From an optimization exercise on the open Yosys and OpenROAD flow, aimed at small area and a short achievable clock period; shortcuts taken in it are not production practice.
The RTL was checked by simulation tests, not by an equivalence proof against the original design.

// single_particle_acceptance_cut
module single_particle_acceptance_cut #(
	parameter int unsigned MOMENTUM_BITS = 24
) (
	input  wire logic                            clk,
	input  wire logic                            arst_n,
	input  wire logic                            start,
	output logic                                 busy,
	input  wire logic [23:0]                     energy,
	input  wire logic signed [MOMENTUM_BITS-1:0] mom_x,
	input  wire logic signed [MOMENTUM_BITS-1:0] mom_y,
	input  wire logic signed [MOMENTUM_BITS-1:0] mom_z,
	output logic                                 done,
	output logic                                 accept,
	output logic [1:0]                           reject_reason,
	output logic [4:0]                           rapidity_bin
);
Size in the first run: about 110 I/O pins.
clock: 14.0 ns
lec_check: 0
abc_clock_period_in_ps: 9000
cap_margin: 20
core_margin: 2
core_utilization: 40
slew_margin: 20
standard.sh (not shown) runs the stock make flow with config.mk's settings and CLKGATE_MAP_FILE= SYNTH_SCRIPT=/design/flow/synth_recipe.tcl, a recipe that flattens the netlist after the stock synthesis.
==> flow/flow/run.sh <==
#!/bin/bash
# Standard ORFS layout (the standard.sh, unchanged synthesis), with the
# resizer asked for more setup slack than the period needs, so that timing
# repair shortens the critical paths, and the port buffers made with the
# plain buf_1 cell. Clock period and constraints unchanged.
cd "$(dirname "$0")/.."
MARGIN=$(cat flow/margin.txt 2>/dev/null || echo 5)
export SETUP_SLACK_MARGIN=$MARGIN
export BUFFER_PORTS_ARGS="-buffer_cell sky130_fd_sc_hd__buf_1"
echo "setup slack margin $SETUP_SLACK_MARGIN, port buffers: $BUFFER_PORTS_ARGS" > run_flow.log
bash standard.sh >> run_flow.log 2>&1
==> flow/flow/margin.txt <==
9.8
Then changed:
ABC_AREA = 1   (was not set)
After rerunning: Cell area stays flat. Worst hold slack loses 19 ps. Worst setup slack improves by 11 ps. Utilization is higher by 0.17 points. Cell count rises by 18%.
Then changed:
==> flow/flow/margin.txt (replaced) <==
9.6
Area after synthesis is unchanged.
Non-clock buffer count came out lower by 27.
Wire length came out lower by 0.97%.
Then changed:
==> flow/flow/run.sh (replaced) <==
#!/bin/bash
# Standard ORFS layout (the standard.sh, unchanged synthesis), with the
# resizer asked for more setup slack than the period needs, so that timing
# repair shortens the critical paths. Clock period and constraints unchanged.
cd "$(dirname "$0")/.."
MARGIN=$(cat flow/margin.txt 2>/dev/null || echo 5)
export SETUP_SLACK_MARGIN=$MARGIN
echo "setup slack margin $SETUP_SLACK_MARGIN" > run_flow.log
cp standard.sh standard_copy.sh.txt 2>/dev/null
bash standard.sh >> run_flow.log 2>&1
==> flow/flow/margin.txt (replaced) <==
9.8
ABC_AREA = not set   (was 1)
Via count decreases by 9.6%.
Cell area increases by 2.0%.
Final cell count decreases by 15%.
Core utilization increases by 0.74 points.
Critical path depth decreases by 9.
Synthesized cell count decreases by 19%.
Wire length decreases by 4.7%.
Worst hold slack gains 17 ps.

== maple ==
single_particle_acceptance_cut, a different RTL version from the one above (not shown whole).
Size in the first run: roughly 6300 cells after synthesis, about 1200 flip-flops, roughly 110 I/O pins, about 63000 um2 of cells after synthesis.
==> flow/config.mk <==
export PLATFORM = sky130hd
export DESIGN_NAME = single_particle_acceptance_cut
export DESIGN_NICKNAME = single_particle_acceptance_cut
export VERILOG_FILES = /design/flow/design.v
export SDC_FILE = /design/flow/constraint.sdc
export NUM_CORES = 4
export LEC_CHECK = 0
export ABC_CLOCK_PERIOD_IN_PS = 9000
export CAP_MARGIN = 20
export CORE_MARGIN = 2
export CORE_UTILIZATION = 40
export SLEW_MARGIN = 20
==> flow/constraint.sdc <==
create_clock -name core_clock -period 14.0 [get_ports {clk}]
set_input_delay 2.8000 -clock core_clock [delete_from_list [all_inputs] [get_ports {clk}]]
set_output_delay 2.8000 -clock core_clock [all_outputs]
set_load 0.01 [all_outputs]
==> flow/flow/run.sh <==
#!/bin/bash
# Standard ORFS layout (the standard.sh, unchanged synthesis), with the
# resizer asked for more setup slack than the period needs, so that timing
# repair shortens the critical paths. Clock period and constraints unchanged.
cd "$(dirname "$0")/.."
MARGIN=$(cat flow/margin.txt 2>/dev/null || echo 5)
export SETUP_SLACK_MARGIN=$MARGIN
echo "setup slack margin $SETUP_SLACK_MARGIN" > run_flow.log
cp standard.sh standard_copy.sh.txt 2>/dev/null
bash standard.sh >> run_flow.log 2>&1
==> flow/flow/margin.txt <==
9.7
Setup changes, maple to amber
Settings: swapping 40 for 65 in CORE_UTILIZATION.
==> flow/flow/margin.txt <==
9.8
==> comparison <==
maple → amber: hold slack grew by 11 ps; core utilization up 28 points.
amber against maple: cell area after layout saw a decrease, first-iteration DRC count saw an increase, area after synthesis saw little to no change.
amber vs maple on wire length: amber is the higher one.
Modified inputs, harbor compared to amber
Settings: CORE_UTILIZATION now 40, was 65.
==> flow/flow/margin.txt <==
9.4
Notes after the runs:
harbor finished every stage and its layout cleared the timing, design-rule and antenna checks.
Relative to amber, worst hold-check slack decreased by 4.9 ps in harbor.
harbor: total of cells resized after clock tree synthesis 105 below amber
The number of setup buffers added after CTS of harbor is lower than that of amber.
On harbor: die area is about 60% higher than what amber gave.
harbor vs amber: maximum achievable frequency down by a few percent
Here is what was changed in the inputs of raven compared with harbor.
==> flow/flow/margin.txt <==
10.0
raven closes out successfully: all stages finished, all timing, DRC and antenna checks passed.
Diff harbor..raven | worst hold path depth | unchanged
Between harbor and raven, routed wire length increased.
Final RePlAce weighted congestion | raven above harbor

Setup of ember:
RTL: one of the versions met above, not the one the previous note started from.
For scale: about 6100 cells after synthesis, roughly 1200 flip-flops, ~110 I/O pins, ~62000 µm² of cells after synthesis.
clock: 14.0 ns
lec_check: 0
abc_clock_period_in_ps: 9000
cap_margin: 20
core_margin: 2
core_utilization: 40
slew_margin: 20
==> flow/flow/run.sh <==
#!/bin/bash
# Standard ORFS layout (the standard.sh, unchanged synthesis), with the
# resizer asked for more setup slack than the period needs, so that timing
# repair shortens the critical paths, and the port buffers made with the
# plain buf_1 cell. Clock period and constraints unchanged.
cd "$(dirname "$0")/.."
MARGIN=$(cat flow/margin.txt 2>/dev/null || echo 5)
export SETUP_SLACK_MARGIN=$MARGIN
export BUFFER_PORTS_ARGS="-buffer_cell sky130_fd_sc_hd__buf_1"
echo "setup slack margin $SETUP_SLACK_MARGIN, port buffers: $BUFFER_PORTS_ARGS" > run_flow.log
bash standard.sh >> run_flow.log 2>&1
==> flow/flow/margin.txt <==
9.6
> inputs changed (ember -> fjord)
Settings: putting ABC_AREA at 1 where nothing was set.
==> flow/flow/margin.txt <==
10.0
Notes after the runs:
- What ember reported for wire length has to be multiplied by 1.11 to get the figure for fjord.
- Where overall die area is concerned, ember is outperformed by fjord.
- Total routing usage reported by global routing, ember and fjord, lower one = ember.
- Library cell contributing the largest single delay on the critical path = dfrtp_1: fjord; library cell contributing the largest single delay on the critical path = fa_1: ember
- Diff ember -> fjord: total via count after detailed routing went up.
- Compared with ember, fjord shows a higher synthesized cell count.
## Diff of input files: tundra against fjord
Settings: an added CTS_BUF_LIST of sky130_fd_sc_hd__clkbuf_4 sky130_fd_sc_hd__clkbuf_8; a deleted ABC_AREA that had been 1.
==> flow/flow/margin.txt <==
9.8
--- outcome ---
NOTE: slew at the pin closest to its max-slew limit in tundra falls short of that of fjord
fjord → tundra: mean number of vias per cell went up, overall track demand over capacity in global routing went down, final area went down, synthesized instance count went down.
The run showing the smaller clock skew is tundra.
Utilization was lower in the run labelled tundra.
Relative to fjord, clock tree buffer count of the final layout increased by 63% in tundra.
Comparing tundra against fjord, there is no change at all in number of design rule violations left after detail routing.
Comparing the two runs side by side, tundra comes out ahead of fjord on final routed wirelength across all metal layers.
--- input diff tundra..garnet ---
Settings: clearing CTS_BUF_LIST, which used to be sky130_fd_sc_hd__clkbuf_4 sky130_fd_sc_hd__clkbuf_8.
==> flow/flow/margin.txt <==
10.2
### Flow results
garnet reached the end of the flow, and the finished layout is clean on the timing, design-rule and antenna checks.
tundra -> garnet: global-route wire length before repair increased by a few percent
garnet vs. tundra: setup slack went up by 0.15 ns; cell count was more or less identical; final area went up by 3700 µm².

afterwards: timing with drivers on the ports:
The results above use ideal ports. As a check the final layouts listed here were re-extracted and re-timed, cells and wires unchanged.
Step 1 (the two cells are an assumption about what drives the block):
set clk [get_ports {clk}]
set_driving_cell -lib_cell sky130_fd_sc_hd__clkbuf_16 $clk
set_driving_cell -lib_cell sky130_fd_sc_hd__buf_2 [delete_from_list [all_inputs] $clk]
Step 2 adds t to the input delays and takes it off the output delays; t is the mean of the earliest and latest rising clock arrival at the registers after step 1. Input paths then give back, and output paths get back, about the clock's delay inside the block.
Slacks: ideal ports / drivers / drivers and shift; pairs: ideal ports / drivers.
run | shift t [ns] | setup WS [ns] | clock arrival spread, ns
the first run of note 1 | 0.826 | 9.940 / 9.894 / 9.940 | 0.032 / 0.033
the second run of note 1 | 0.827 | 9.951 / 9.878 / 9.429 | 0.077 / 0.077
the third run of note 1 | 0.822 | 9.824 / 9.824 / 9.449 | 0.076 / 0.075
the fourth run of note 1 | 0.826 | 9.872 / 9.793 / 9.341 | 0.042 / 0.043
maple | 0.825 | 9.768 / 9.719 / 9.762 | 0.058 / 0.058
amber | 0.824 | 9.743 / 9.743 / 9.743 | 0.025 / 0.026
harbor | 0.821 | 9.569 / 9.524 / 9.569 | 0.029 / 0.029
raven | 0.817 | 9.887 / 9.881 / 9.777 | 0.056 / 0.056
ember | 0.823 | 9.856 / 9.856 / 9.856 | 0.032 / 0.032
fjord | 0.825 | 9.952 / 9.879 / 9.401 | 0.074 / 0.073
tundra | 0.954 | 9.831 / 9.761 / 9.956 | 0.036 / 0.037
garnet | 0.821 | 9.980 / 9.903 / 9.763 | 0.040 / 0.040
After both steps setup and hold are still met in every run listed. For fjord, which loses most, drivers alone change the setup slack by -0.073 ns; drivers and shift together by -0.551 ns.
